Source: an optimization exercise on an open RTL-to-GDS flow (aim: small area and a short achievable clock period). Production flows keep margins and buffers that such runs may drop.
Only simulation tests tie the RTL to the original design; equivalence was not proved.
No activity file was given, so power comes from the tool's default toggle rates.

## config.mk

```make
export PLATFORM = sky130hd
export DESIGN_NAME = ram_dp_rw_ctrl
export DESIGN_NICKNAME = ram_dp_rw_ctrl
export VERILOG_FILES = /design/flow/design.v
export SDC_FILE = /design/flow/constraint.sdc
export NUM_CORES = 4
export LEC_CHECK = 0
export CAP_MARGIN = 20
export CORE_MARGIN = 2
export CORE_UTILIZATION = 40
export PLACE_DENSITY = 0.55
export SETUP_SLACK_MARGIN = 2.0
export SLEW_MARGIN = 20
export SYNTH_HIERARCHICAL = 1
```

## constraint.sdc

```tcl
create_clock -name core_clock -period 5.0 [get_ports {clk_i}]
set_input_delay 1.0000 -clock core_clock [delete_from_list [all_inputs] [get_ports {clk_i}]]
set_output_delay 1.0000 -clock core_clock [all_outputs]
set_load 0.01 [all_outputs]
```

## design.v

```verilog
module ram_dp_rw_ctrl #(
  parameter int unsigned          AddrWidth     = 6,
  parameter int unsigned          DataWidth     = 32,
  parameter int unsigned          ByteWidth     = 8,
  parameter bit                   Pipelined     = 1'b0,
  parameter bit                   CollisionMode = 1'b0,
  parameter logic [DataWidth-1:0] InitValue     = '0
) (
  input  logic                           clk_i,
  input  logic                           rst_i,
  input  logic                           rd_en_a_i,
  input  logic                           rd_en_b_i,
  input  logic                           wr_en_a_i,
  input  logic                           wr_en_b_i,
  input  logic [DataWidth/ByteWidth-1:0] be_a_i,
  input  logic [DataWidth/ByteWidth-1:0] be_b_i,
  input  logic [AddrWidth-1:0]           addr_r_a_i,
  input  logic [AddrWidth-1:0]           addr_r_b_i,
  input  logic [AddrWidth-1:0]           addr_w_a_i,
  input  logic [AddrWidth-1:0]           addr_w_b_i,
  input  logic [DataWidth-1:0]           data_a_i,
  input  logic [DataWidth-1:0]           data_b_i,
  output logic [DataWidth-1:0]           data_a_o,
  output logic [DataWidth-1:0]           data_b_o,
  output logic                           valid_a_o,
  output logic                           valid_b_o,
  output logic                           init_busy_o,
  output logic                           wr_conflict_o
);
  localparam int unsigned NB    = DataWidth / ByteWidth;
  localparam int unsigned Depth = 2 ** AddrWidth;
  localparam int unsigned NP    = Depth / 2;
  logic                 busy_r;
  logic                 clr_r;
  logic [AddrWidth-1:0] init_cnt_r;
  logic                 wr_conflict_r;
  logic                 valid_a_r;
  logic                 valid_b_r;
  logic [DataWidth-1:0] data_a_r;
  logic [DataWidth-1:0] data_b_r;
  logic [Depth-1:0][DataWidth-1:0] mem_q;
  logic                 active_s;
  logic                 wa_s;
  logic                 wb_s;
  logic                 same_w_s;
  logic [NB-1:0]        be_b_eff_s;
  logic [DataWidth-1:0] da_n;
  logic [DataWidth-1:0] db_n;
  logic [DataWidth-1:0] rdata_a_s;
  logic [DataWidth-1:0] rdata_b_s;
  assign active_s = !busy_r && !rst_i;
  assign wa_s     = active_s && wr_en_a_i;
  assign wb_s     = active_s && wr_en_b_i;
  assign same_w_s = (addr_w_a_i == addr_w_b_i);
  assign be_b_eff_s = be_b_i & ~({NB{wa_s && same_w_s}} & be_a_i);
  assign da_n     = ~(data_a_i ^ InitValue);
  assign db_n     = ~(data_b_i ^ InitValue);
  for (genvar w = 0; w < Depth; w++) begin : g_word
    logic hit_a;
    logic hit_b;
    assign hit_a = wa_s && (addr_w_a_i == AddrWidth'(w));
    assign hit_b = wb_s && (addr_w_b_i == AddrWidth'(w));
    for (genvar l = 0; l < NB; l++) begin : g_lane
      logic sel_a_n;
      logic sel_b_n;
      logic load;
      assign sel_a_n = !(hit_a && be_a_i[l]);
      assign sel_b_n = !(hit_b && be_b_eff_s[l]);
      assign load    = !sel_a_n || !sel_b_n || clr_r;
      for (genvar b = l * ByteWidth; b < (l + 1) * ByteWidth; b++) begin : g_bit
        logic nxt;
        ram_oai22 u_cell (
          .a1_i(sel_a_n), .a2_i(da_n[b]),
          .b1_i(sel_b_n), .b2_i(db_n[b]),
          .y_o(nxt)
        );
        always_ff @(posedge clk_i) begin
          if (load) begin
            mem_q[w][b] <= nxt;
          end
        end
      end
    end
  end
  logic [Depth-1:0] rsel_a_n;
  logic [Depth-1:0] rsel_b_n;
  for (genvar w = 0; w < Depth; w++) begin : g_rsel
    assign rsel_a_n[w] = (addr_r_a_i != AddrWidth'(w));
    assign rsel_b_n[w] = (addr_r_b_i != AddrWidth'(w));
  end
  for (genvar b = 0; b < DataWidth; b++) begin : g_rbit
    logic [NP-1:0] pair_a;
    logic [NP-1:0] pair_b;
    for (genvar p = 0; p < NP; p++) begin : g_pair
      ram_oai22 u_pair_a (
        .a1_i(rsel_a_n[2*p]), .a2_i(mem_q[2*p][b]),
        .b1_i(rsel_a_n[2*p+1]), .b2_i(mem_q[2*p+1][b]),
        .y_o(pair_a[p])
      );
      ram_oai22 u_pair_b (
        .a1_i(rsel_b_n[2*p]), .a2_i(mem_q[2*p][b]),
        .b1_i(rsel_b_n[2*p+1]), .b2_i(mem_q[2*p+1][b]),
        .y_o(pair_b[p])
      );
    end
    ram_rtree #(.N(NP)) u_tree_a (.in_i(pair_a), .d_o(rdata_a_s[b]));
    ram_rtree #(.N(NP)) u_tree_b (.in_i(pair_b), .d_o(rdata_b_s[b]));
  end
  always_ff @(posedge clk_i) begin
    clr_r <= rst_i;
    if (rst_i) begin
      busy_r        <= 1'b1;
      init_cnt_r    <= '0;
      wr_conflict_r <= 1'b0;
    end else begin
      if (busy_r) begin
        init_cnt_r <= init_cnt_r + AddrWidth'(1);
        if (init_cnt_r == '1) begin
          busy_r <= 1'b0;
        end
      end
      wr_conflict_r <= wa_s && wb_s && same_w_s && (|(be_a_i & be_b_i));
    end
  end
  always_ff @(posedge clk_i) begin
    if (rst_i) begin
      valid_a_r <= 1'b0;
      valid_b_r <= 1'b0;
    end else begin
      valid_a_r <= active_s && rd_en_a_i;
      valid_b_r <= active_s && rd_en_b_i;
    end
    data_a_r <= rdata_a_s ^ InitValue;
    data_b_r <= rdata_b_s ^ InitValue;
  end
  assign data_a_o      = data_a_r;
  assign data_b_o      = data_b_r;
  assign valid_a_o     = valid_a_r;
  assign valid_b_o     = valid_b_r;
  assign init_busy_o   = busy_r;
  assign wr_conflict_o = wr_conflict_r;
endmodule
module ram_oai22 (
  input  logic a1_i,
  input  logic a2_i,
  input  logic b1_i,
  input  logic b2_i,
  output logic y_o
);
  assign y_o = !((a1_i || a2_i) && (b1_i || b2_i));
endmodule
module ram_rtree #(
  parameter int unsigned N = 32
) (
  input  logic [N-1:0] in_i,
  output logic         d_o
);
  localparam int unsigned N1 = (N + 1) / 2;
  localparam int unsigned N2 = (N1 + 3) / 4;
  logic [N1-1:0] l1_n;
  logic [N2-1:0] l2;
  for (genvar i = 0; i < N1; i++) begin : g_l1
    localparam int unsigned Lo = (i * N) / N1;
    localparam int unsigned Hi = ((i + 1) * N) / N1;
    ram_nor #(.W(Hi - Lo)) u_nor (.a_i(in_i[Hi-1:Lo]), .y_o(l1_n[i]));
  end
  for (genvar i = 0; i < N2; i++) begin : g_l2
    localparam int unsigned Lo = (i * N1) / N2;
    localparam int unsigned Hi = ((i + 1) * N1) / N2;
    ram_nand #(.W(Hi - Lo)) u_nand (.a_i(l1_n[Hi-1:Lo]), .y_o(l2[i]));
  end
  ram_nor #(.W(N2)) u_out (.a_i(l2), .y_o(d_o));
endmodule
module ram_nand #(
  parameter int unsigned W = 4
) (
  input  logic [W-1:0] a_i,
  output logic         y_o
);
  assign y_o = ~&a_i;
endmodule
module ram_nor #(
  parameter int unsigned W = 3
) (
  input  logic [W-1:0] a_i,
  output logic         y_o
);
  assign y_o = ~|a_i;
endmodule
```

## run.sh

```bash
#!/bin/bash
# synth_recipe.tcl (not shown) runs the flow's synth.tcl, then flattens the netlist and writes it again
# the make line also repeats each setting of config.mk as NAME=value (left out here)
make -C /OpenROAD-flow-scripts/flow DESIGN_CONFIG=/design/flow/config.mk WORK_HOME=/design/flow/orfs CLKGATE_MAP_FILE= SYNTH_SCRIPT=/design/flow/synth_recipe.tcl finish
```

==> impl_metrics.py, run 1 <==
metrics = {
    "route": {
        "wl_per_cell_um": 44.9,
        "vias": 109000,
        "postRouteAntennaNets": 0,
        "dr.pass1.iters": 7,
        "drc": 0,
        "drtIter0Drc": 21500,
        "viasPerCell": 7.75,
        "postRouteWirelength_um": 629000,
    },
    "yosys": {
        "synthesis.area_um2": 104000,
        "yosysSeqAreaShare_pct": 60.7,
        "yosysTopAreaCell": "edfxtp_1",
        "synth-edff-count": 2048,
        "ys_warn_count": 7,
        "synth.net_count": 9451,
        "synth-main-ff-cell": "edfxtp_1",
        "synth_cell_types": 47,
        "yosysMostFrequentCell": "o22ai_1",
        "synth.area.top_cells": "edfxtp_1 59%, o22ai_1 25%, nor2_1 4.1%",
        "synthTopCellsByCount": "4096 x o22ai_1, 2048 x edfxtp_1, 1123 x nor2_1",
        "yosysTopAreaCellShare_pct": 59.2,
        "netlist_instances": 9348,
        "syn_avg_cell_area_um2": 11.1,
        "ys_ff_latch": 2123,
        "synthArstFlopShare_pct": 0,
    },
    "hold_path": {
        "worst_hold_path_type": "in -> reg",
        "hold_depth": 1,
    },
    "sta": {
        "finalCritPeriodShare_pct": 63.6,
        "slew_viol_final": 0,
        "grt_setup_unrepaired": "true",
        "fin_hold_ws_ns": 0.424,
        "slew-limit-headroom_pct": 14.2,
        "clock.fmax_mhz": 315,
        "fin_setup_tns_ns": 0,
        "tightest_slew_ns": 1.29,
        "setup_viol": 0,
        "finalHoldViolCount": 0,
        "final.setup_skew_ns": 0.0367,
        "layout_min_cycle_time_ns": 3.18,
        "setup_slack_ns": 1.82,
    },
    "critical_path": {
        "cp_slowest_stage_delay_ns": 0.60,
        "cp_top_family": "simple AND/OR/NAND/NOR gates",
        "critPathSlowestCell": "or3_2",
        "rr_worst_depth": 7,
        "crit_buf_inv": 2,
        "worst_ep_required_time_ns": 5.63,
        "crit_type": "in -> reg",
        "path_depth": 7,
        "cp-start-kind": "input pin",
        "worstPathMaxFanout": 64,
        "worst_setup_path_end_kind": "flip-flop",
        "crit_chain": "clkdlybuf4s50_1 -> xnor2_1 -> nand4_4 -> or3_2 -> buf_12 -> nand3_1 -> o22ai_1",
        "cp.arrival_ns": 3.81,
    },
    "cts": {
        "h-tree-depth": 4,
        "clk_latency_ns": 0.94,
        "hold_buffers": 0,
        "numClockSinks": 2123,
        "cts-buffers-inserted": 233,
        "cts_tree": "built",
        "cts-root-buf": "clkbuf_16",
        "clkSlewWorstSetupHoldPaths_ns": 0.06,
        "cts_buffer_depth": 3,
    },
    "floorplan": {
        "rows": 187,
        "fp.dieW_um": 514,
        "die_area_um2": 264000,
        "ioPinCount": 170,
        "start_util_pct": 40.1,
        "coreArea_um2": 259000,
        "die_h_um": 514,
    },
    "placed_design": {
        "io_buffers": 169,
        "dpl.hpwl_um": 429000,
        "post-place-ws_ns": 0.447,
        "place_congestion": 1.10,
    },
    "job": {
        "cap_violations": 0,
    },
    "pwr": {
        "pwr-share-clk_pct": 42.3,
        "comb_power_share_pct": 9.2,
        "vdd.ir_drop.worst_v": 0.000410,
        "switching_share_pct": 26.5,
        "power.static_leakage_nw": 41.0,
        "internal-power_mw": 31.6,
        "p_seq_share_pct": 48.5,
        "power_density_nw_per_um2": 342,
        "switching_power_mw": 11.4,
        "finalPower_mw": 43.0,
    },
    "grt": {
        "grt_pass1_vias": 97700,
        "grt_pass1_wl_um": 831000,
        "antenna_found_initial": 59,
        "met1_usage_pct": 54.9,
        "met3_usage_pct": 17.6,
        "grt_start_max_net_pins": 91,
        "grt-busiest-layer": "met2",
        "gr-usage-all-layers_pct": 45.7,
        "met2_usage_pct": 64.2,
        "gr-total-overflow": 0,
    },
    "cells_and_area": {
        "nNetsFinal": 10500,
        "syn2layout_area_growth_pct": 21.0,
        "final_layout_size_suffix_gt1_share_pct": 16.5,
    },
    "outcome": {
        "status": "complete, no violations",
    },
}
## cells in the final DEF, fill, tap and decap left out, types with 44 or more instances in the layout
master,Yosys,final
a21oi_1,257,257
nand4_1,258,258
nor4_2,64,57
nand2_2,0,94
clkinv_2,0,61
buf_4,4,684
nand3_2,30,156
diode_2,0,44
o21ai_0,174,128
clkbuf_16,0,238
o22ai_1,4096,4096
edfxtp_1,2048,2048
nor2_1,1123,1087
buf_12,0,84
o21ai_1,84,130
inv_2,0,50
clkdlybuf4s50_1,0,137
nand3_1,231,102
nand2_1,463,327
## cell families (layout without fill, tap and decap cells)
family | count (synthesis) | count (layout) | synth area share, %
fa+ha+maj | 1 | 1 | 0.0120
buf+inv | 274 | 1482 | 1.37
xor+xnor | 10 | 10 | 0.0988
compound gates | 4629 | 4629 | 27.5
simple gates | 2310 | 2310 | 10.4
mux | 1 | 1 | 0.00964
flops | 2123 | 2123 | 60.7
other cells | 0 | 44 | 0
## worst paths after layout
check                                    from            end  slack, ns
worst min-delay path                    rst_i          clr_r       0.42
worst max-delay path            addr_w_a_i[2]    mem_q[1333]       1.82
worst max register to register         busy_r    mem_q[1333]       2.27
worst min register to register  init_cnt_r[4]  init_cnt_r[4]       0.52
## flip-flops by register name, summed over array words and instances, names as in the netlist
register and count:
valid_a_r 1, wr_conflict_r 1, clr_r 1, init_cnt_r 6, busy_r 1, valid_b_r 1
mem_q 2048, data_a_r 32, data_b_r 32
## per-layer routing
layer  share of wire (%)  up-vias
met1                  33    53100
met3                  16     2364
li1                    -    42200
met2                  41    10800
met5               0.061        -
met4                  10       40
## what timing repair did
item / 4_1_cts / 5_1_grt
setup buffers: 12 / 12
endpoints found under the setup margin: 2868 / 2617
resized for setup: 195 / 231
pin swaps: 26 / 19
cloned: 1 / 1
## worst register-to-register path: cells and delay by family, from the launching register on
| family | cells | cell delay [ns] |
|---|---|---|
| and+or+nand+nor | 4 | 1.43 |
| buffers and inverters | 2 | 0.48 |
| DFF | 1 | 0.38 |
| AOI/OAI and AO/OA | 1 | 0.13 |
## power groups by stage
stage / Sequential, mW / Combinational [mW] / Clock, mW
2_1_floorplan: 20.8 / 1.42 / 0
3_3_place_gp: 21.2 / 3.63 / 0
3_5_place_dp: 21.2 / 3.66 / 0
4_1_cts: 20.8 / 3.69 / 18.2
5_1_grt: 20.9 / 3.88 / 18.8
6_report: 20.9 / 3.94 / 18.2
## Yosys stat by module, one instance, submodules excluded, excerpt
module          copies in the design  flops+latches  area, µm²  cells inside
ram_oai22                       4096              0       6.26             1
ram_dp_rw_ctrl                     1           2123      72000          3908
## layout make-up
class	count	area, µm²
Clock buffer	287	6190
Antenna cell	44	110
Sequential cell	2123	63100
Clock inverter	152	1720
Multi-Input combinational cell	6951	41100
Timing Repair Buffer	975	8950
Inverter	68	273
Tap cell	3402	4260
Fill cell	23500	133000
## through the flow
step,instances,cell area (µm²),utilization [%]
2_1_floorplan,9348,104000,-
3_3_place_gp,13500,116000,44.7
3_5_place_dp,13500,116000,44.7
4_1_cts,13900,124000,48.1
5_1_grt,14000,126000,48.5
6_report,14000,126000,48.6
==> run 2, diff against run 1 <==
==> flow/run.sh (new file) <==
#!/bin/bash
set -euo pipefail
SETUP_MARGIN=2.2
COMMON=(MATCH_CELL_FOOTPRINT=0
  "BUFFER_PORTS_ARGS=-buffer_cell sky130_fd_sc_hd__buf_4"
  "CTS_ARGS=-sink_clustering_enable -repair_clock_nets -dont_use_dummy_load")
bash standard.sh "${COMMON[@]}" SETUP_SLACK_MARGIN=0 synth > make_synth.log 2>&1
bash standard.sh "${COMMON[@]}" SETUP_SLACK_MARGIN=0 floorplan place > make_place.log 2>&1
bash standard.sh "${COMMON[@]}" SETUP_SLACK_MARGIN=$SETUP_MARGIN cts > make_cts.log 2>&1
bash standard.sh "${COMMON[@]}" SETUP_SLACK_MARGIN=$SETUP_MARGIN finish > make_finish.log 2>&1
==> standard.sh (new file) <==
#!/bin/bash
# synth_recipe.tcl (not shown) runs the flow's synth.tcl, then flattens the netlist and writes it again
# the make line also repeats each setting of config.mk as NAME=value (left out here)
make -C /OpenROAD-flow-scripts/flow DESIGN_CONFIG=/design/flow/config.mk WORK_HOME=/design/flow/orfs CLKGATE_MAP_FILE= SYNTH_SCRIPT=/design/flow/synth_recipe.tcl "${@:-finish}"
--- a/config.mk
+++ b/config.mk
@@ -7,8 +7,7 @@
 export LEC_CHECK = 0
 export CAP_MARGIN = 20
 export CORE_MARGIN = 2
-export CORE_UTILIZATION = 40
-export PLACE_DENSITY = 0.55
-export SETUP_SLACK_MARGIN = 2.0
+export CORE_UTILIZATION = 50
+export PLACE_DENSITY = 0.6
 export SLEW_MARGIN = 20
 export SYNTH_HIERARCHICAL = 1
removed: run.sh
==> impl_metrics.py, run 2 <==
metrics = {
    "outcome": {
        "status": "complete, no violations",
    },
    "placed_design": {
        "place_congestion": 1.12,
        "dpl.hpwl_um": 396000,
        "io_buffers": 169,
        "placed_cells": 12600,
    },
    "cells_and_area": {
        "final_layout_size_suffix_gt1_share_pct": 15.6,
        "syn2layout_area_growth_pct": 16.6,
        "reg_top3": "mem_q x2048, data_a_r x32, data_b_r x32",
        "nNetsFinal": 10400,
        "fin_util_pct": 58.5,
        "instances_no_fill": 13000,
        "layout_common_cells": "4096 x o22ai_1, 2048 x edfxtp_1, 1103 x nor2_1, 810 x buf_4, 331 x nand2_1",
        "largest-register": "mem_q",
        "fill_cells": 17300,
        "largest_register_ffs": 2048,
        "final_common_cell": "o22ai_1",
    },
    "sta": {
        "tightest_slew_ns": 1.35,
        "clock.fmax_mhz": 325,
        "finalHoldViolCount": 0,
        "slew_viol_final": 0,
        "setup_viol": 0,
        "finalCritPeriodShare_pct": 61.6,
        "layout_min_cycle_time_ns": 3.08,
        "fin_setup_tns_ns": 0,
        "grt_setup_unrepaired": "true",
        "slew-limit-headroom_pct": 9.69,
        "final.setup_skew_ns": 0.0531,
    },
    "critical_path": {
        "crit_type": "in -> reg",
        "cp.arrival_ns": 3.66,
        "critPathSlowestCell": "or3_2",
        "crit_chain": "buf_4 -> xnor2_1 -> nand2_2 -> or3_2 -> buf_8 -> nand3_1 -> o22ai_1",
        "worst_setup_path_end_kind": "flip-flop",
        "cp-start-kind": "input pin",
        "worstPathMaxFanout": 64,
        "worst_ep_required_time_ns": 5.58,
        "cp_slowest_stage_delay_ns": 0.61,
    },
    "route": {
        "vias": 110000,
        "wl_per_cell_um": 46.0,
        "postRouteAntennaNets": 0,
        "dr.pass1.iters": 15,
        "drc": 0,
        "viasPerCell": 8.41,
        "postRouteWirelength_um": 599000,
        "drtIter0Drc": 25900,
    },
    "floorplan": {
        "rows": 167,
        "die_area_um2": 211000,
        "start_util_pct": 50.2,
        "ioPinCount": 170,
        "fp.dieW_um": 460,
        "die_h_um": 460,
        "coreArea_um2": 207000,
    },
    "yosys": {
        "ys_warn_count": 7,
        "yosysTopAreaCell": "edfxtp_1",
        "synthTopCellsByCount": "4096 x o22ai_1, 2048 x edfxtp_1, 1123 x nor2_1",
        "synth.net_count": 9451,
        "synth-main-ff-cell": "edfxtp_1",
        "yosysMostFrequentCell": "o22ai_1",
        "netlist_instances": 9348,
        "synthesis.area_um2": 104000,
        "synthArstFlopShare_pct": 0,
        "ys_ff_latch": 2123,
        "synth-edff-count": 2048,
        "synth_cell_types": 47,
        "syn_avg_cell_area_um2": 11.1,
        "synth.area.top_cells": "edfxtp_1 59%, o22ai_1 25%, nor2_1 4.1%",
        "yosysTopAreaCellShare_pct": 59.2,
        "yosysSeqAreaShare_pct": 60.7,
    },
    "grt": {
        "grt_pass1_wl_um": 791000,
        "grt_start_max_net_pins": 71,
        "gr-total-overflow": 0,
        "antenna_found_initial": 61,
        "grt_pass1_vias": 97300,
        "gr-usage-all-layers_pct": 54.3,
    },
    "cts": {
        "cts_tree": "built",
        "cts_buffer_depth": 3,
        "numClockSinks": 2123,
        "clk_latency_ns": 0.92,
        "cts-root-buf": "clkbuf_16",
        "clkSlewWorstSetupHoldPaths_ns": 0.06,
        "cts-buffers-inserted": 225,
        "h-tree-depth": 4,
    },
    "pwr": {
        "power_density_nw_per_um2": 324,
        "power.static_leakage_nw": 39.9,
        "vdd.ir_drop.worst_v": 0.000375,
    },
    "job": {
        "cap_violations": 0,
    },
    "hold_path": {
        "worst_hold_path_type": "in -> reg",
    },
}
==> run 2: changes by cell type in the layout (fill, tap and decap cells not counted), moves of 58 or more <==
cell             previous run  this run
clkdlybuf4s50_1           137         0
buf_4                     684       810
o21ai_1                   130        54
nand3_1                   102       174
nand3_2                   156        84
clkinv_2                   61         1
nand2_2                    94        36
==> run 2: through the flow <==
step / power, mW / worst slack [ns] / area [µm²] / hold WS (ns)
finish: 39.2 / 1.92 / 121000 / 0.275
CTS: 38.7 / 2.12 / 119000 / 0.267
global route: 39.6 / 1.97 / 121000 / 0.282
floorplan: 22.2 / 1.90 / 104000 / 0.458
global placement: 24.5 / 0.713 / 113000 / 0.474
detailed placement: 24.5 / 0.713 / 113000 / 0.511
==> run 2: power by group <==
part           switching (mW)  internal (mW)
combinational            2.90          0.930
clock                    6.78           7.80
sequential              0.675           20.2
total                    10.4           28.9
==> run 2: layout make-up <==
cell class	instances	area [µm²]	area share (%)
Sequential cell	2123	63000	52.1
Multi-Input combinational cell	6955	41200	34.1
Timing Repair Buffer	880	7320	6.05
Clock buffer	225	5630	4.65
Tap cell	2704	3380	2.80
Inverter	68	256	0.212
Antenna cell	74	185	0.153
==> run 2: metal layers <==
layer / track usage [%] / wire (µm)
met5: 1.86 / 1100
met4: 45.8 / 65500
met3: 29.4 / 115000
met2: 71.1 / 229000
met1: 64.2 / 189000
==> run 2: cell families after synthesis <==
group | count (synthesis) | synth area share, %
mux | 1 | 0.00964
compound gates | 4629 | 27.5
flops | 2123 | 60.7
buf+inv | 274 | 1.37
fa+ha+maj | 1 | 0.0120
xor+xnor | 10 | 0.0988
simple gates | 2310 | 10.4
==> run 2: repair_timing <==
action                      CTS  global route
pin swaps                    14            26
gates resized for setup     115           197
setup endpoints to repair  3331          1968
hold buffers                  0             0
buffers inserted             37            55
gates cloned                  4             1
==> run 2: worst paths after layout <==
kind | from | endpoint | slack (ns) | cells past startpoint
setup / recovery | addr_w_b_i[5] | mem_q[1776] | 1.92 | 7
hold / removal | rst_i | clr_r | 0.27 | 1
setup reg to reg | busy_r | mem_q[1776] | 2.03 | 8
hold reg to reg | init_cnt_r[5] | init_cnt_r[5] | 0.52 | 2
==> run 2: critical path: cells and delay by family <==
kind | cells | cell delay (ns)
compound gates | 1 | 0.12
xor+xnor | 1 | 0.44
buf+inv | 2 | 0.55
simple gates | 3 | 1.43
==> run 2: per-module statistics from Yosys, one instance, submodules excluded, a selection <==
| module | copies in the design | cells | cell area (µm²) |
|---|---|---|---|
| ram_oai22 | 4096 | 1 | 6.26 |
| ram_dp_rw_ctrl | 1 | 3908 | 72000 |
==> run 3, diff against run 2 <==
==> flow/run.sh (replaced) <==
#!/bin/bash
set -euo pipefail
SETUP_MARGIN=2.2
COMMON=(MATCH_CELL_FOOTPRINT=0
  "BUFFER_PORTS_ARGS=-buffer_cell sky130_fd_sc_hd__buf_4"
  "CTS_ARGS=-sink_clustering_enable -repair_clock_nets -dont_use_dummy_load -buf_list sky130_fd_sc_hd__clkbuf_8")
bash standard.sh "${COMMON[@]}" SETUP_SLACK_MARGIN=0 synth > make_synth.log 2>&1
bash standard.sh "${COMMON[@]}" SETUP_SLACK_MARGIN=0 floorplan place > make_place.log 2>&1
bash standard.sh "${COMMON[@]}" SETUP_SLACK_MARGIN=$SETUP_MARGIN cts > make_cts.log 2>&1
bash standard.sh "${COMMON[@]}" SETUP_SLACK_MARGIN=$SETUP_MARGIN finish > make_finish.log 2>&1
==> impl_metrics.py, run 3 <==
metrics = {
    "grt": {
        "gr-usage-all-layers_pct": 54.2,
        "grt_pass1_vias": 98700,
        "grt_pass1_wl_um": 790000,
        "antenna_found_initial": 61,
        "gr-total-overflow": 0,
        "grt_start_max_net_pins": 71,
    },
    "route": {
        "drtIter0Drc": 25200,
        "dr.pass1.iters": 13,
        "wl_per_cell_um": 45.6,
        "postRouteAntennaNets": 0,
        "viasPerCell": 8.39,
        "drc": 0,
        "postRouteWirelength_um": 599000,
        "vias": 110000,
    },
    "cells_and_area": {
        "layout_common_cells": "4096 x o22ai_1, 2048 x edfxtp_1, 1113 x nor2_1, 786 x buf_4, 377 x clkbuf_8",
        "instances_no_fill": 13100,
        "syn2layout_area_growth_pct": 15.1,
        "largest_register_ffs": 2048,
        "nNetsFinal": 10500,
        "regArea_um2": 63100,
        "reg_top3": "mem_q x2048, data_a_r x32, data_b_r x32",
        "final_common_cell": "o22ai_1",
        "multi_input_area_um2": 40600,
        "final_layout_size_suffix_gt1_share_pct": 16.3,
        "largest-register": "mem_q",
        "fill_cells": 17700,
        "fin_util_pct": 57.8,
    },
    "floorplan": {
        "coreArea_um2": 207000,
        "die_h_um": 460,
        "ioPinCount": 170,
        "start_util_pct": 50.2,
        "rows": 167,
        "die_area_um2": 211000,
        "fp.dieW_um": 460,
    },
    "yosys": {
        "netlist_instances": 9348,
        "yosysTopAreaCellShare_pct": 59.2,
        "yosysSeqAreaShare_pct": 60.7,
        "synth_cell_types": 47,
        "synthesis.area_um2": 104000,
        "synth-edff-count": 2048,
        "synth.area.top_cells": "edfxtp_1 59%, o22ai_1 25%, nor2_1 4.1%",
        "synth-main-ff-cell": "edfxtp_1",
        "ys_warn_count": 7,
        "synth.net_count": 9451,
        "yosysTopAreaCell": "edfxtp_1",
        "ys_ff_latch": 2123,
        "synthArstFlopShare_pct": 0,
        "syn_avg_cell_area_um2": 11.1,
        "synthTopCellsByCount": "4096 x o22ai_1, 2048 x edfxtp_1, 1123 x nor2_1",
        "yosysMostFrequentCell": "o22ai_1",
    },
    "critical_path": {
        "crit_type": "in -> reg",
        "startpoint": "addr_w_b_i[4]",
        "worstPathMaxFanout": 64,
        "rr_endpoint": "mem_q[1063]",
        "cp-endpoint": "mem_q[1063]",
        "rr_startpoint": "busy_r",
        "worst_setup_path_end_kind": "flip-flop",
        "rrSetupSlack_ns": 2.00,
        "worst_ep_required_time_ns": 5.94,
        "cp.arrival_ns": 4.03,
        "rr_worst_depth": 7,
        "cp-start-kind": "input pin",
    },
    "sta": {
        "grt_setup_unrepaired": "true",
        "layout_min_cycle_time_ns": 3.09,
        "tightest_slew_ns": 1.34,
        "setup_slack_ns": 1.91,
        "slew-limit-headroom_pct": 10.6,
        "finalHoldViolCount": 0,
        "fin_setup_tns_ns": 0,
        "setup_viol": 0,
        "finalCritPeriodShare_pct": 61.8,
        "final.setup_skew_ns": 0.0870,
        "slew_viol_final": 0,
        "clock.fmax_mhz": 324,
    },
    "pwr": {
        "power.static_leakage_nw": 38.9,
        "vdd.ir_drop.worst_v": 0.000296,
        "finalPower_mw": 38.3,
        "power_density_nw_per_um2": 320,
    },
    "placed_design": {
        "placed_cells": 12600,
        "post-place-ws_ns": 0.713,
        "io_buffers": 169,
        "place_congestion": 1.12,
        "dpl.hpwl_um": 396000,
    },
    "cts": {
        "cts-buffers-inserted": 377,
        "cts_buffer_depth": 4,
        "cts-root-buf": "clkbuf_8",
        "numClockSinks": 2123,
        "cts_tree": "built",
        "h-tree-depth": 5,
        "clk_latency_ns": 1.16,
        "clkSlewWorstSetupHoldPaths_ns": 0.06,
    },
    "outcome": {
        "status": "complete, no violations",
    },
    "job": {
        "cap_violations": 0,
    },
    "hold_path": {
        "worst_hold_path_type": "in -> reg",
    },
}
==> run 3: cell count changes in the layout (fill, tap and decap cells not counted), sizes merged <==
| cell | before | now |
|---|---|---|
| dlygate4sd3 | 0 | 1 |
| clkbuf | 226 | 378 |
| diode | 74 | 79 |
| o31ai | 13 | 12 |
| buf | 879 | 830 |
==> run 3: power breakdown <==
group / internal (mW) / total, mW / switching [mW]
clock network: 6.62 / 13.6 / 7.02
logic: 0.893 / 3.75 / 2.85
registers: 20.2 / 20.9 / 0.675
==> run 3: area by class of cell <==
type                            instances  area share [%]
Multi-Input combinational cell       6954            34.0
Inverter                               68           0.215
Tap cell                             2704            2.83
Sequential cell                      2123            52.8
Timing Repair Buffer                  832            5.67
Clock buffer                          377            4.34
Antenna cell                           79           0.165
==> run 3: worst min path at each step <==
stage                  start            end  slack [ns]  cells past startpoint
3_5_place_dp   init_cnt_r[5]  init_cnt_r[5]        0.51                      2
2_1_floorplan  init_cnt_r[5]  init_cnt_r[5]        0.46                      2
5_1_grt            rd_en_a_i      valid_a_r        0.06                      2
3_3_place_gp   init_cnt_r[5]  init_cnt_r[5]        0.47                      2
6_report           rd_en_a_i      valid_a_r        0.06                      2
4_1_cts            rd_en_a_i      valid_a_r       0.008                      2
==> run 3: worst max-delay path, stage by stage <==
cell and delay (ns):
buf_4 0.28, xnor2_1 0.21, nand2_1 0.47, or3_4 0.94
nand3_1 0.67, o22ai_1 0.33
==> run 3: cells by family (layout without fill, tap and decap cells) <==
logic type	after synthesis	after routing	synth area share, %
mux	1	1	0.00964
simple gates	2310	2313	10.4
xor+xnor	10	10	0.0988
buf+inv	274	1277	1.37
other cells	0	79	0
compound gates	4629	4629	27.5
fa+ha+maj	1	1	0.0120
flops	2123	2123	60.7
==> run 3: modules after synthesis, one instance, submodules excluded, a selection <==
module | cells inside | area (µm²) | times used | flip-flops and latches
ram_dp_rw_ctrl | 3908 | 72000 | 1 | 2123
ram_oai22 | 1 | 6.26 | 4096 | 0
==> run 3: per-layer routing <==
layer / vias to the layer above / part of all wire (%) / GRT usage, %
met3: 3009 / 19 / 29.0
met5: - / 0.15 / 1.29
met2: 12400 / 38 / 71.1
met1: 52600 / 32 / 64.1
li1: 42100 / - / -
met4: 47 / 11 / 46.3
==> run 3: metrics by stage <==
step / hold WS [ns] / area [µm²]
global placement: 0.474 / 113000
CTS: 0.00791 / 119000
finish: 0.0558 / 120000
floorplan: 0.458 / 104000
detailed placement: 0.511 / 113000
global route: 0.0639 / 119000
==> run 3: timing repair <==
action	in CTS	in global routing
setup buffers	23	18
cloned	1	3
pin swaps	10	7
resized for setup	143	67
setup endpoints to repair	3382	1470
hold buffers	1	0
endpoints found under the hold margin	1	0

## re-timing with driven ports
The flow's constraints put no driver on any port. The routed layouts listed below were extracted and timed again, unchanged, in two steps. Step 1, drivers: a clkbuf_16 drives clk_i and a buf_2 each remaining input, both assumed. Step 2 adds t to the input delays and takes it off the output delays; t is the mean of the earliest and latest rising clock arrival at the registers after step 1. Input paths then give back, and output paths get back, about the clock's delay inside the block. a / b / c = no drivers / after step 1 / after step 2; a / b = the first two.
run | t, ns | setup slack, ns | worst hold slack (ns) | clock arrival spread, ns | cell pins on the clock port's net
run 1 | 1.029 | 1.821 / 1.906 / 0.877 | 0.424 / 0.330 / 0.522 | 0.041 / 0.040 | 1
run 2 | 0.984 | 1.922 / 1.804 / 0.820 | 0.275 / 0.215 / 0.523 | 0.065 / 0.065 | 1
run 3 | 1.218 | 1.910 / 1.926 / 0.708 | 0.056 / -0.005 / 0.523 | 0.108 / 0.108 | 1
After both steps every run listed still meets setup and hold. For run 3, which loses most, drivers alone change the setup slack by +0.016 ns; drivers and shift together by -1.202 ns.
